What follows belongs to an exercise in optimizing a design on an open flow for small area, a short achievable clock period and few clock cycles per item; a production flow would make more cautious choices. Where RTL was checked, it was by simulation tests only, not by an equivalence proof against the original. Power is estimated from default activity; no workload was simulated.

==> module wmme_engine, before the edit <==
module wmme_engine
#(
    parameter int WINDOW = 100,
    parameter int DQ_N   = 9
)
(
    input  logic                      clk,
    input  logic                      rst_n,
    input  logic                      head_valid,
    input  wmme_pkg::sample_t         head,
    input  wmme_pkg::sample_t         head_next,
    output logic                      pop,
    input  logic                      hold,
    output logic                      res_valid,
    input  logic                      res_take,
    output wmme_pkg::sample_t         res_min,
    output logic [wmme_pkg::SAMPLE_W+6:0] res_sum
);
    localparam int W     = wmme_pkg::SAMPLE_W;
    localparam int IDX_W = $clog2(WINDOW);
    localparam int SUM_W = W + IDX_W;
    localparam logic [IDX_W-1:0] LAST = IDX_W'(WINDOW - 1);
    logic [WINDOW*W-1:0] ring_reg;
    wmme_pkg::sample_t   oldest;
    logic [IDX_W-1:0]    align_reg;
    logic [IDX_W-1:0]    seq_reg;
    logic                full_reg;
    logic [DQ_N-1:0]     dv_reg;
    wmme_pkg::sample_t   dval_reg [DQ_N];
    logic [IDX_W-1:0]    dseq_reg [DQ_N];
    logic                trunc_reg;
    logic                rb_reg;
    logic [IDX_W-1:0]    rb_cnt_reg;
    logic [SUM_W-1:0]    sum_reg;
    logic                rv_reg;
    wmme_pkg::sample_t   xin_reg;
    logic                rbx_reg;
    logic                rb_sel;
    logic                rb_nxt;
    logic [W:0]          dsum_reg;
    logic                full_nxt;
    logic                aligned;
    logic                scan;
    logic                step;
    wmme_pkg::sample_t   xin;
    logic                expire;
    logic [DQ_N-1:0]     keep;
    logic [DQ_N-1:0]     kept;
    logic [DQ_N-1:0]     slot;
    logic                evicted;
    logic                room;
    logic                app;
    logic                trunc_nxt;
    logic                empty_nxt;
    logic                trigger;
    function automatic logic lt32(input logic [31:0] a, input logic [31:0] b);
        logic [31:0] l0, e0;
        logic [15:0] l1, e1;
        logic [7:0]  l2, e2;
        logic [3:0]  l3, e3;
        logic [1:0]  l4, e4;
        l0 = ~a & b;
        e0 = ~(a ^ b);
        for (int k = 0; k < 16; k++)
        begin
            l1[k] = l0[2*k+1] | (e0[2*k+1] & l0[2*k]);
            e1[k] = e0[2*k+1] & e0[2*k];
        end
        for (int k = 0; k < 8; k++)
        begin
            l2[k] = l1[2*k+1] | (e1[2*k+1] & l1[2*k]);
            e2[k] = e1[2*k+1] & e1[2*k];
        end
        for (int k = 0; k < 4; k++)
        begin
            l3[k] = l2[2*k+1] | (e2[2*k+1] & l2[2*k]);
            e3[k] = e2[2*k+1] & e2[2*k];
        end
        for (int k = 0; k < 2; k++)
        begin
            l4[k] = l3[2*k+1] | (e3[2*k+1] & l3[2*k]);
            e4[k] = e3[2*k+1] & e3[2*k];
        end
        lt32 = l4[1] | (e4[1] & l4[0]);
    endfunction
    assign oldest  = ring_reg[WINDOW*W-1 -: W];
    assign aligned = (align_reg == '0);
    assign pop     = aligned && head_valid && !rb_reg && (!rv_reg || !hold);
    assign scan    = aligned && rb_reg && rbx_reg;
    assign step    = pop || scan;
    assign xin     = xin_reg;
    assign rb_sel  = rb_reg && !(scan && (rb_cnt_reg == LAST));
    assign rb_nxt  = trigger || rb_sel;
    assign full_nxt = full_reg || (pop && (seq_reg == LAST));
    assign res_valid = rv_reg;
    assign res_min   = full_reg ? dval_reg[0] : '0;
    assign res_sum   = sum_reg;
    assign expire = !rb_reg && dv_reg[0] && (dseq_reg[0] == seq_reg);
    always_comb
    begin
        for (int i = 0; i < DQ_N; i++)
        begin
            keep[i] = dv_reg[i] && lt32(dval_reg[i], xin);
        end
        for (int i = 0; i < DQ_N; i++)
        begin
            if (expire)
                kept[i] = (i + 1 < DQ_N) ? keep[(i + 1) % DQ_N] : 1'b0;
            else
                kept[i] = keep[i];
        end
        for (int i = 0; i < DQ_N; i++)
        begin
            slot[i] = !kept[i] && ((i == 0) ? 1'b1 : kept[(i + DQ_N - 1) % DQ_N]);
        end
    end
    assign evicted   = |(dv_reg & ~keep);
    assign room      = !keep[DQ_N-1] || expire;
    assign app       = trunc_reg ? evicted : room;
    assign trunc_nxt = trunc_reg ? !evicted : !room;
    assign empty_nxt = !kept[0] && !app;
    assign trigger   = pop && trunc_nxt && empty_nxt;
    always_ff @(posedge clk)
    begin
        ring_reg <= {ring_reg[(WINDOW-1)*W-1:0], (pop ? head : oldest)};
        xin_reg  <= rb_sel ? ring_reg[(WINDOW-1)*W-1 -: W] : head_next;
        dsum_reg <= (W+1)'(head_next) - (W+1)'(full_nxt ? ring_reg[(WINDOW-1)*W-1 -: W] : '0);
        if (step)
        begin
            for (int i = 0; i < DQ_N; i++)
            begin
                if (slot[i])
                begin
                    dval_reg[i] <= xin;
                    dseq_reg[i] <= seq_reg;
                end
                else if (expire && (i + 1 < DQ_N))
                begin
                    dval_reg[i] <= dval_reg[(i + 1) % DQ_N];
                    dseq_reg[i] <= dseq_reg[(i + 1) % DQ_N];
                end
            end
        end
    end
    always_ff @(posedge clk or negedge rst_n)
    begin
        if (!rst_n)
        begin
            align_reg  <= '0;
            seq_reg    <= '0;
            full_reg   <= 1'b0;
            dv_reg     <= '0;
            trunc_reg  <= 1'b0;
            rb_reg     <= 1'b0;
            rbx_reg    <= 1'b0;
            rb_cnt_reg <= '0;
            sum_reg    <= '0;
            rv_reg     <= 1'b0;
        end
        else
        begin
            if (!aligned)
                align_reg <= align_reg - IDX_W'(1);
            else if (!step)
                align_reg <= LAST;
            if (step)
            begin
                seq_reg <= (seq_reg == LAST) ? '0 : seq_reg + IDX_W'(1);
            end
            if (pop)
            begin
                if (seq_reg == LAST)
                    full_reg <= 1'b1;
                sum_reg <= sum_reg + SUM_W'($signed(dsum_reg));
            end
            if (step)
            begin
                if (trigger)
                begin
                    dv_reg    <= '0;
                    trunc_reg <= 1'b0;
                end
                else
                begin
                    dv_reg    <= kept | (app ? slot : '0);
                    trunc_reg <= trunc_nxt;
                end
            end
            rb_reg  <= rb_nxt;
            rbx_reg <= rb_sel;
            if (trigger)
                rb_cnt_reg <= '0;
            else if (scan)
                rb_cnt_reg <= rb_cnt_reg + IDX_W'(1);
            if (pop && !trigger)
                rv_reg <= 1'b1;
            else if (scan && (rb_cnt_reg == LAST))
                rv_reg <= 1'b1;
            else if (res_take)
                rv_reg <= 1'b0;
        end
    end
endmodule
Settings: LEC_CHECK=0, ABC_CLOCK_PERIOD_IN_PS=3000, CAP_MARGIN=20, CORE_MARGIN=2, CORE_UTILIZATION=40, CTS_CLUSTER_DIAMETER=60, CTS_CLUSTER_SIZE=30, SETUP_SLACK_MARGIN=5, SLEW_MARGIN=20, TNS_END_PERCENT=100; clock period 10.0 ns.
standard.sh (not shown) runs the stock make flow with config.mk's settings and CLKGATE_MAP_FILE= SYNTH_SCRIPT=/design/flow/synth_recipe.tcl, a recipe that flattens the netlist after the stock synthesis.
==> flow/flow/run.sh <==
#!/bin/bash
# The standard layout, with timing repair aiming past the 10 ns constraint
set -euo pipefail
bash standard.sh SETUP_SLACK_MARGIN=6.5 finish > standard_flow.log 2>&1
Change:
--- a/flow/design.v
+++ b/flow/design.v
@@ -177,17 +177,13 @@
     logic                trunc_reg;
     logic                rb_reg;
     logic [IDX_W-1:0]    rb_cnt_reg;
     logic [SUM_W-1:0]    sum_reg;
     logic                rv_reg;
     wmme_pkg::sample_t   xin_reg;
-    logic                rbx_reg;
-    logic                rb_sel;
     logic                rb_nxt;
-    logic [W:0]          dsum_reg;
-    logic                full_nxt;
     logic                aligned;
     logic                scan;
     logic                step;
     wmme_pkg::sample_t   xin;
     logic                expire;
     logic [DQ_N-1:0]     keep;
@@ -229,18 +225,16 @@
         end
         lt32 = l4[1] | (e4[1] & l4[0]);
     endfunction
     assign oldest  = ring_reg[WINDOW*W-1 -: W];
     assign aligned = (align_reg == '0);
     assign pop     = aligned && head_valid && !rb_reg && (!rv_reg || !hold);
-    assign scan    = aligned && rb_reg && rbx_reg;
+    assign scan    = aligned && rb_reg;
     assign step    = pop || scan;
     assign xin     = xin_reg;
-    assign rb_sel  = rb_reg && !(scan && (rb_cnt_reg == LAST));
-    assign rb_nxt  = trigger || rb_sel;
-    assign full_nxt = full_reg || (pop && (seq_reg == LAST));
+    assign rb_nxt  = trigger || (rb_reg && !(scan && (rb_cnt_reg == LAST)));
     assign res_valid = rv_reg;
     assign res_min   = full_reg ? dval_reg[0] : '0;
     assign res_sum   = sum_reg;
     assign expire = !rb_reg && dv_reg[0] && (dseq_reg[0] == seq_reg);
     always_comb
     begin
@@ -266,14 +260,13 @@
     assign trunc_nxt = trunc_reg ? !evicted : !room;
     assign empty_nxt = !kept[0] && !app;
     assign trigger   = pop && trunc_nxt && empty_nxt;
     always_ff @(posedge clk)
     begin
         ring_reg <= {ring_reg[(WINDOW-1)*W-1:0], (pop ? head : oldest)};
-        xin_reg  <= rb_sel ? ring_reg[(WINDOW-1)*W-1 -: W] : head_next;
-        dsum_reg <= (W+1)'(head_next) - (W+1)'(full_nxt ? ring_reg[(WINDOW-1)*W-1 -: W] : '0);
+        xin_reg  <= rb_nxt ? ring_reg[(WINDOW-1)*W-1 -: W] : head_next;
         if (step)
         begin
             for (int i = 0; i < DQ_N; i++)
             begin
                 if (slot[i])
                 begin
@@ -295,13 +288,12 @@
             align_reg  <= '0;
             seq_reg    <= '0;
             full_reg   <= 1'b0;
             dv_reg     <= '0;
             trunc_reg  <= 1'b0;
             rb_reg     <= 1'b0;
-            rbx_reg    <= 1'b0;
             rb_cnt_reg <= '0;
             sum_reg    <= '0;
             rv_reg     <= 1'b0;
         end
         else
         begin
@@ -314,13 +306,13 @@
                 seq_reg <= (seq_reg == LAST) ? '0 : seq_reg + IDX_W'(1);
             end
             if (pop)
             begin
                 if (seq_reg == LAST)
                     full_reg <= 1'b1;
-                sum_reg <= sum_reg + SUM_W'($signed(dsum_reg));
+                sum_reg <= sum_reg + SUM_W'(head) - SUM_W'(full_reg ? oldest : '0);
             end
             if (step)
             begin
                 if (trigger)
                 begin
                     dv_reg    <= '0;
@@ -329,14 +321,13 @@
                 else
                 begin
                     dv_reg    <= kept | (app ? slot : '0);
                     trunc_reg <= trunc_nxt;
                 end
             end
-            rb_reg  <= rb_nxt;
-            rbx_reg <= rb_sel;
+            rb_reg <= rb_nxt;
             if (trigger)
                 rb_cnt_reg <= '0;
             else if (scan)
                 rb_cnt_reg <= rb_cnt_reg + IDX_W'(1);
             if (pop && !trigger)
                 rv_reg <= 1'b1;
=> First-iteration DRC count came out higher by 20%. Area after synthesis falls by 1.1%. Critical path depth shrinks by 3. Via count is lower by 0.68%. Total power goes down by 4.4%. Sequential power is about the same. Clock power is lower by about 10%. Final area stays flat. Core utilization goes up by 0.51 points. Routed wire length climbs by 2.7%. Maximum frequency climbs by 9.6%. Global-route usage rises by 0.17 points. Register-to-register slack gains 0.29 ns.
Testbench counts after the change, summed over its fixed seeds: cycles 3,248, items 3,200.
The RTL of the first run of this note was laid out without a check of its function.

## what the ideal ports hide
The flow's constraints put no driver on any port. The routed layouts listed below were extracted and timed again, unchanged, in two steps.
Step 1 assumes that a clkbuf_16 drives the clock port and a buf_2 every other input.
Step 2 adds t to the input delays and takes it off the output delays; t is the mean of the earliest and latest rising clock arrival at the registers after step 1. Input paths then give back, and output paths get back, about the clock's delay inside the block.
a / b / c = ideal ports / drivers / drivers and shift; a / b = the first two.
run	t (ns)	setup slack, ns	worst hold slack (ns)	worst setup path at the end	worst data-port slew with drivers (ns)
the first run	0.979	5.523 / 5.467 / 4.489	0.294 / 0.294 / 0.294	input to register	0.21
the second run	0.961	5.916 / 5.916 / 5.171	0.294 / 0.294 / 0.294	input to register	0.27
After both steps setup and hold are still met in every run listed. For the first run, which loses most, drivers alone change the setup slack by -0.056 ns; drivers and shift together by -1.034 ns.
